This is an optimization exercise on Yosys and OpenROAD, whose aim is a short achievable clock period, not a production implementation.
Only simulation tests tie the RTL to the original design; equivalence was not proved.

[design/flow/config.mk]
export PLATFORM = sky130hd
export DESIGN_NAME = pulse_timing_top
export DESIGN_NICKNAME = pulse_timing_top
export VERILOG_FILES = /design/flow/design.v
export SDC_FILE = /design/flow/constraint.sdc
export NUM_CORES = 4
export LEC_CHECK = 0
export CAP_MARGIN = 20
export CORE_MARGIN = 2
export CORE_UTILIZATION = 40
export SLEW_MARGIN = 20
[design/flow/constraint.sdc]
create_clock -name core_clock -period 4.6 [get_ports {clk_pll}]
set_input_delay 0.9200 -clock core_clock [delete_from_list [all_inputs] [get_ports {clk_pll}]]
set_output_delay 0.9200 -clock core_clock [all_outputs]
set_load 0.01 [all_outputs]
[design/flow/design.v]
package pulse_pkg;
   typedef struct packed {
      logic [31:0] period;
      logic [31:0] sync_up;
      logic [31:0] p1width;
      logic [31:0] p2start;
      logic [31:0] att_down;
      logic [31:0] delay;
      logic [31:0] offres_delay;
      logic [6:0]  pp_pump;
      logic [6:0]  pp_probe;
      logic [6:0]  post_att;
      logic        double_pulse;
      logic        pump_on;
   } pulse_timing_t;
   typedef struct packed {
      logic [3:0]  addr;
      logic [31:0] data;
   } host_wr_t;
   typedef struct packed {
      logic        sync_on;
      logic        pulse_on;
      logic [6:0]  att1;
      logic [6:0]  att3;
      logic        record_start;
      logic        frame_start;
   } pulse_out_t;
endpackage
`timescale 1ns/1ps
module timing_loader
(
   input  logic          clk_pll,
   input  logic          resetn,
   input  logic          host_valid,
   input  pulse_pkg::host_wr_t      host_wr,
   output logic          host_ready,
   output logic          push,
   output pulse_pkg::pulse_timing_t push_data,
   input  logic          credit_return
);
   localparam int CRED_W = $clog2(4 + 1);
   logic              wr_acc;
   logic              commit_acc;
   logic [CRED_W-1:0] credits;
   pulse_pkg::pulse_timing_t     shadow;
   assign host_ready = (credits != '0);
   assign wr_acc     = host_valid && host_ready;
   assign commit_acc = wr_acc && (host_wr.addr == 4'd8);
   always_ff @(posedge clk_pll) begin
      if (resetn) begin
         shadow <= '0;
      end else if (wr_acc) begin
         case (host_wr.addr)
            4'd0:   shadow.period       <= host_wr.data;
            4'd1:  shadow.sync_up      <= host_wr.data;
            4'd2:  shadow.p1width      <= host_wr.data;
            4'd3:  shadow.p2start      <= host_wr.data;
            4'd4: shadow.att_down     <= host_wr.data;
            4'd5:    shadow.delay        <= host_wr.data;
            4'd6:   shadow.offres_delay <= host_wr.data;
            4'd7: begin
               shadow.pp_pump      <=
                  host_wr.data[0 +: $bits(shadow.pp_pump)];
               shadow.pp_probe     <=
                  host_wr.data[7 +: $bits(shadow.pp_probe)];
               shadow.post_att     <=
                  host_wr.data[14 +: $bits(shadow.post_att)];
               shadow.double_pulse <= host_wr.data[21];
               shadow.pump_on      <= host_wr.data[22];
            end
            default: ;
         endcase
      end
   end
   always_ff @(posedge clk_pll) begin
      if (resetn) begin
         push <= 1'b0;
      end else begin
         push <= commit_acc;
      end
   end
   always_ff @(posedge clk_pll) begin
      if (commit_acc) begin
         push_data <= shadow;
      end
   end
   always_ff @(posedge clk_pll) begin
      if (resetn) begin
         credits <= CRED_W'(4);
      end else begin
         credits <= credits - CRED_W'(commit_acc) + CRED_W'(credit_return);
      end
   end
endmodule
`timescale 1ns/1ps
module timing_fifo #(
   parameter int  DEPTH     = 4,
   parameter int  WIDTH     = 1
) (
   input  logic     clk_pll,
   input  logic     resetn,
   input  logic     push,
   input  logic [WIDTH-1:0] push_data,
   output logic     avail,
   output logic [WIDTH-1:0] head,
   input  logic     pop,
   output logic     credit_return
);
   localparam int PTR_W = (DEPTH > 1) ? $clog2(DEPTH) : 1;
   localparam int CNT_W = $clog2(DEPTH + 1);
   logic [WIDTH-1:0] mem [DEPTH];
   logic [PTR_W-1:0] wr_ptr;
   logic [PTR_W-1:0] rd_ptr;
   logic [CNT_W-1:0] count;
   logic             full;
   function automatic logic [PTR_W-1:0] ptr_inc(input logic [PTR_W-1:0] p);
      ptr_inc = (p == PTR_W'(DEPTH - 1)) ? '0 : p + 1'b1;
   endfunction
   assign avail = (count != '0);
   assign full  = (count == CNT_W'(DEPTH));
   assign head  = mem[rd_ptr];
   always_ff @(posedge clk_pll) begin
      if (push) begin
         mem[wr_ptr] <= push_data;
      end
   end
   always_ff @(posedge clk_pll) begin
      if (resetn) begin
         wr_ptr        <= '0;
         rd_ptr        <= '0;
         count         <= '0;
         credit_return <= 1'b0;
      end else begin
         if (push) begin
            wr_ptr <= ptr_inc(wr_ptr);
         end
         if (pop) begin
            rd_ptr <= ptr_inc(rd_ptr);
         end
         count         <= count + CNT_W'(push) - CNT_W'(pop);
         credit_return <= pop;
      end
   end
endmodule
`timescale 1ns/1ps
module pulse_sequencer
(
   input  logic          clk_pll,
   input  logic          resetn,
   input  logic          avail,
   input  pulse_pkg::pulse_timing_t head,
   output logic          pop,
   input  logic          pump,
   output pulse_pkg::pulse_out_t    pulse
);
   pulse_pkg::pulse_timing_t cur;
   logic          armed;
   logic [31:0]   counter;
   logic          frame_end;
   logic [31:0]   att1_end;
   logic [31:0]   att3_end;
   logic [31:0]   offres_end;
   logic [31:0]   rec_begin;
   logic          offres_win;
   pulse_pkg::pulse_out_t    pulse_nxt;
   assign frame_end = armed && (counter == cur.period);
   assign pop       = avail && (!armed || frame_end);
   assign att1_end   = cur.p1width + 32'd1;
   assign att3_end   = cur.sync_up - 32'(30);
   assign offres_end = cur.offres_delay + cur.p1width;
   assign rec_begin  = cur.sync_up + cur.delay;
   assign offres_win = cur.double_pulse &&
                       (counter > cur.offres_delay) &&
                       (counter < offres_end);
   always_comb begin
      pulse_nxt = '0;
      if (armed) begin
         pulse_nxt.sync_on = (counter < cur.sync_up);
         if (counter < cur.p1width) begin
            pulse_nxt.pulse_on = pump;
         end else if (counter < cur.p2start) begin
            pulse_nxt.pulse_on = 1'b0;
         end else if (counter < cur.sync_up) begin
            pulse_nxt.pulse_on = 1'b1;
         end else begin
            pulse_nxt.pulse_on = offres_win && !cur.pump_on;
         end
         if ((counter < att1_end) || (counter > cur.att_down)) begin
            pulse_nxt.att1 = cur.pp_pump;
         end else begin
            pulse_nxt.att1 = cur.pp_probe;
         end
         if ((counter < att3_end) || (counter > cur.att_down)) begin
            pulse_nxt.att3 = cur.post_att;
         end else begin
            pulse_nxt.att3 = '0;
         end
         pulse_nxt.record_start = (counter >= rec_begin) && (counter < cur.att_down);
         pulse_nxt.frame_start  = (counter == 32'd0);
      end
   end
   always_ff @(posedge clk_pll) begin
      if (resetn) begin
         armed   <= 1'b0;
         counter <= '0;
         pulse   <= '0;
      end else begin
         pulse <= pulse_nxt;
         if (pop) begin
            armed <= 1'b1;
         end
         if (!armed || frame_end) begin
            counter <= '0;
         end else begin
            counter <= counter + 32'd1;
         end
      end
   end
   always_ff @(posedge clk_pll) begin
      if (pop) begin
         cur <= head;
      end
   end
endmodule
`timescale 1ns/1ps
module pulse_timing_top
(
   input  logic       clk_pll,
   input  logic       resetn,
   input  logic       host_valid,
   input  logic [35:0] host_wr,
   output logic       host_ready,
   input  logic       pump,
   output logic [17:0] pulse
);
   logic          push;
   pulse_pkg::pulse_timing_t push_data;
   logic          credit_return;
   logic          avail;
   pulse_pkg::pulse_timing_t head;
   logic          pop;
   timing_loader i_loader (
      .clk_pll       (clk_pll),
      .resetn        (resetn),
      .host_valid    (host_valid),
      .host_wr       (host_wr),
      .host_ready    (host_ready),
      .push          (push),
      .push_data     (push_data),
      .credit_return (credit_return)
   );
   timing_fifo #(
      .DEPTH     (4),
      .WIDTH     ($bits(push_data))
   ) i_fifo (
      .clk_pll       (clk_pll),
      .resetn        (resetn),
      .push          (push),
      .push_data     (push_data),
      .avail         (avail),
      .head          (head),
      .pop           (pop),
      .credit_return (credit_return)
   );
   pulse_sequencer i_seq (
      .clk_pll (clk_pll),
      .resetn  (resetn),
      .avail   (avail),
      .head    (head),
      .pop     (pop),
      .pump    (pump),
      .pulse   (pulse)
   );
endmodule
[design/flow/run.sh]
#!/bin/bash
# synth_recipe.tcl (not shown) runs the flow's synth.tcl, then flattens the netlist and writes it again
# the make line also repeats each setting of config.mk as NAME=value (left out here)
make -C /OpenROAD-flow-scripts/flow DESIGN_CONFIG=/design/flow/config.mk WORK_HOME=/design/flow/orfs CLKGATE_MAP_FILE= SYNTH_SCRIPT=/design/flow/synth_recipe.tcl finish
==> results_dict.tcl <==
set metrics [dict create \
    postCtsHoldBufs 0 \
    endpoint_kind "flop" \
    drive_gt1_share_pct 14.4 \
    clock_sinks 1792 \
    final_util_pct 45.9 \
    status "no timing/DRC/antenna violations" \
    die_w_um 430 \
    async_flop_share_pct 0 \
    clock.fmax_mhz 227 \
    grt_use_total_pct 18.4 \
    powerDensity_nw_per_um2 561 \
    r2r_setup_slack_ps 200 \
    regArea_sq_um 50800 \
    die-area_sq_um 185000 \
    rsz0062_at_grt "true" \
    ys_seq_elements 1792 \
    drt_first_pass_iters 5 \
    place_ws_ps 26.8 \
    synth_most_common_cell "edfxtp_1" \
    final_nets 5243 \
    worst_slew_pin_slew_ps 1100 \
    holdPathStages 0 \
    synthTopCellsByCount "1482 x edfxtp_1, 586 x nand2_1, 372 x a21oi_1" \
    die_h_um 430 \
    reg2reg_depth 20 \
    synth_area_per_cell_sq_um 15.5 \
    synth_cell_type_count 72 \
    max_cap_violations 0 \
    hpwl_um 109000 \
    port_buffers 58 \
    cts-buffers-inserted 176 \
    slew_viol_final 0 \
    worst_r2r_endpoint "i_seq.pulse[4]" \
    synth.area.top_cells "edfxtp_1 61%, dfxtp_1 8.6%, mux4_2 7.7%" \
    worst_slack_ps 203 \
    syn_area_sq_um 72400 \
    path_max_fanout 7 \
    fillCellCount 15600 \
    power.leakage_nw 29.1 \
    ys_warn_count 3 \
    period_minus_slack_ps 4400 \
    synth_cells 4666 \
    grt_pass1_wl_um 253000 \
    hp-start "i_loader.shadow[143]" \
    tritoncts "done" \
    viasPerCell 5.32 \
    fin_crit_sh_pct 95.6 \
    start_util_pct 40.2 \
    antenna_left 0 \
    htreeDepth 4 \
    wl_um 171000 \
    crit_arrival_ps 5090 \
    row_count 156 \
    rr_startpoint "i_seq.cur[184]" \
    peakVddDrop_mv 0.567 \
    fin_skew_ps 43.6 \
    start_kind "flop" \
    synth_nets 5067 \
    hold_path_end "i_loader.push_data[143]" \
    drtIter0Drc 2906 \
    crit_type "flop to flop" \
    grt_overflow 0 \
    drc_errors 0 \
    grt_max_degree 137 \
    grt_pass1_vias 40100 \
    wl_per_cell_um 23.2 \
    synth_area_leader_cell "edfxtp_1" \
    num_io_pins 59 \
    slew_headroom_pct 26.2 \
    antenna_found_initial 7 \
    yosysSeqAreaShare_pct 70.0 \
    multiInputGateArea_sq_um 20400 \
    p_total_w 0.0464 \
    hold_path.class "flop to flop" \
    syn_to_final_growth_pct 14.2 \
    clockRootBuffer "clkbuf_16" \
    synthFlopType "edfxtp_1" \
    core-area_sq_um 180000 \
    clk_latency_ps 820 \
    num_vias 39200 \
    synth_top_cell_area_share_pct 61.4 \
    path_clk_slew_ps 60 \
    cts_buffer_depth 3 \
    critical_path_required_ps 5290 \
    final-setup-viol-count 0 \
    place.gp.congestion 0.863 \
    synth_edf_count 1482 \
    hold_violations 0 \
]
-- layout by cell type, fill, tap and decap left out, types with 6 or more instances in the layout --
master / n
nand3_1: 62
clkbuf_8: 20
clkinv_2: 29
inv_1: 195
ha_1: 356
o211ai_1: 12
nor4_1: 22
o21ai_0: 89
nor3_1: 42
xnor2_1: 127
nor2_1: 117
clkdlybuf4s50_1: 57
dfxtp_1: 279
clkinv_1: 22
o21a_1: 13
a211oi_1: 16
nand2_1: 584
a2111oi_0: 8
nand2b_1: 21
inv_6: 6
mux4_2: 247
a21o_1: 101
or3_1: 13
clkbuf_16: 181
a21oi_1: 372
buf_12: 27
clkbuf_1: 41
dfxtp_4: 8
edfxtp_1: 1482
nor2b_1: 27
buf_4: 92
and3_1: 13
xor2_1: 43
bufinv_16: 14
o21bai_1: 15
nand4_1: 81
dfxtp_2: 23
-- report_power, final --
part | internal [W] | switching [W]
clock | 0.00841 | 0.00613
combinational | 0.00511 | 0.00650
sequential | 0.0193 | 0.000988
total | 0.0328 | 0.0136
-- flip-flops by register name, summed over array words and instances (netlist names) --
name	count
i_seq.armed	1
i_loader.credits	3
i_loader.shadow	247
i_seq.pulse	18
i_fifo.credit_return	1
i_seq.counter	32
i_seq.cur	247
i_fifo.rd_ptr	2
i_loader.push_data	247
i_fifo.wr_ptr	2
i_fifo.count	3
i_loader.push	1
i_fifo.mem	988
-- area by class of cell --
| class | count | area share (%) |
|---|---|---|
| inverters | 198 | 0.903 |
| multi-input cells | 2495 | 24.7 |
| flip-flops and latches | 1792 | 61.4 |
| diodes | 1 | 0.00302 |
| well taps | 2370 | 3.58 |
| clock inverters | 90 | 1.21 |
| clock buffers | 242 | 5.99 |
| repair buffers | 179 | 2.24 |
-- what timing repair did --
item | CTS | global route
setup buffers | 0 | 6
setup endpoints to repair | 5 | 9
pin swaps | 0 | 9
cloned | 0 | 0
endpoints found under the hold margin | 0 | 0
gates resized for setup | 1 | 14
-- how the worst max path moves through the flow --
stage                           to  slack (ps)           start  cells past startpoint
4_1_cts             i_seq.pulse[4]           8  i_seq.cur[185]                     20
6_report            i_seq.pulse[4]         200  i_seq.cur[184]                     20
3_3_place_gp        i_seq.pulse[8]          10  i_seq.cur[185]                     20
3_5_place_dp        i_seq.pulse[7]          30  i_seq.cur[185]                     20
5_1_grt            i_seq.pulse[16]         -30  i_seq.cur[151]                     22
2_1_floorplan  i_loader.credits[2]       -4140     host_wr[33]                     11
-- layer usage --
layer	up-vias	track usage, %	part of all wire, %
met5	-	0	0
met4	0	5.83	2.7
met3	249	3.04	5.6
met2	983	31.3	49
met1	19900	24.2	43
li1	18000	-	-
-- worst max-delay path, cell delays in order, from the launching register on --
cell	delay, ps
edfxtp_1	380
buf_4	170
and4_1	240
or4_4	540
inv_2	90
nand2_4	70
nor3b_4	260
nand2_2	100
or4_4	540
nor2_2	110
xnor2_1	80
ha_1	310
nand4_1	90
nor2_2	150
nand4_1	110
or2_2	310
a31oi_1	180
a311oi_1	70
a22oi_1	210
buf_6	210
nor2_1	60
-- cell families after synthesis --
kind of cell / count (synthesis) / synth area share [%]
AOI/OAI and AO/OA: 680 / 5.51
xor gates and xnor gates: 171 / 2.07
adders and majority gates: 361 / 6.28
buffers and inverters: 379 / 2.00
DFF: 1792 / 70.0
muxes: 250 / 7.72
and+or+nand+nor: 1033 / 6.42
-- metrics by stage --
stage	instances	cell area (sq um)	setup TNS, ps	hold WS, ps
final	7367	82700	0	415
after global routing	7366	82700	-44.4	432
after CTS	7359	82600	0	420
after detailed placement	7027	76600	0	413
after global placement	7027	76600	0	409
after floorplan	4666	72600	-871060	408

-- re-timing with driven ports --
The results above use ideal ports. As a check the final layout listed here was re-extracted and re-timed, cells and wires unchanged.
Step 1: set_driving_cell puts a clkbuf_16 on clk_pll and a buf_2 on each other input, an assumption about the parent block.
Step 2 times the ports against the registers' clock, not the clock port: input delays grow and output delays shrink by t, the midpoint of the rising clock arrivals with the driver on.
a / b / c = no drivers / after step 1 / after step 2; a / b = the first two.
shift t [ns]: 0.891
setup slack, ns: 0.203 / 0.203 / 0.203
hold slack, ns: 0.415 / 0.415 / 0.415
clock arrival spread, ns: 0.044 / 0.044
worst register clock-pin slew, ns: 0.07 / 0.07
After both steps setup and hold are still met in this run. For this run, drivers alone change the setup slack by 0.000 ns; drivers and shift together by 0.000 ns.
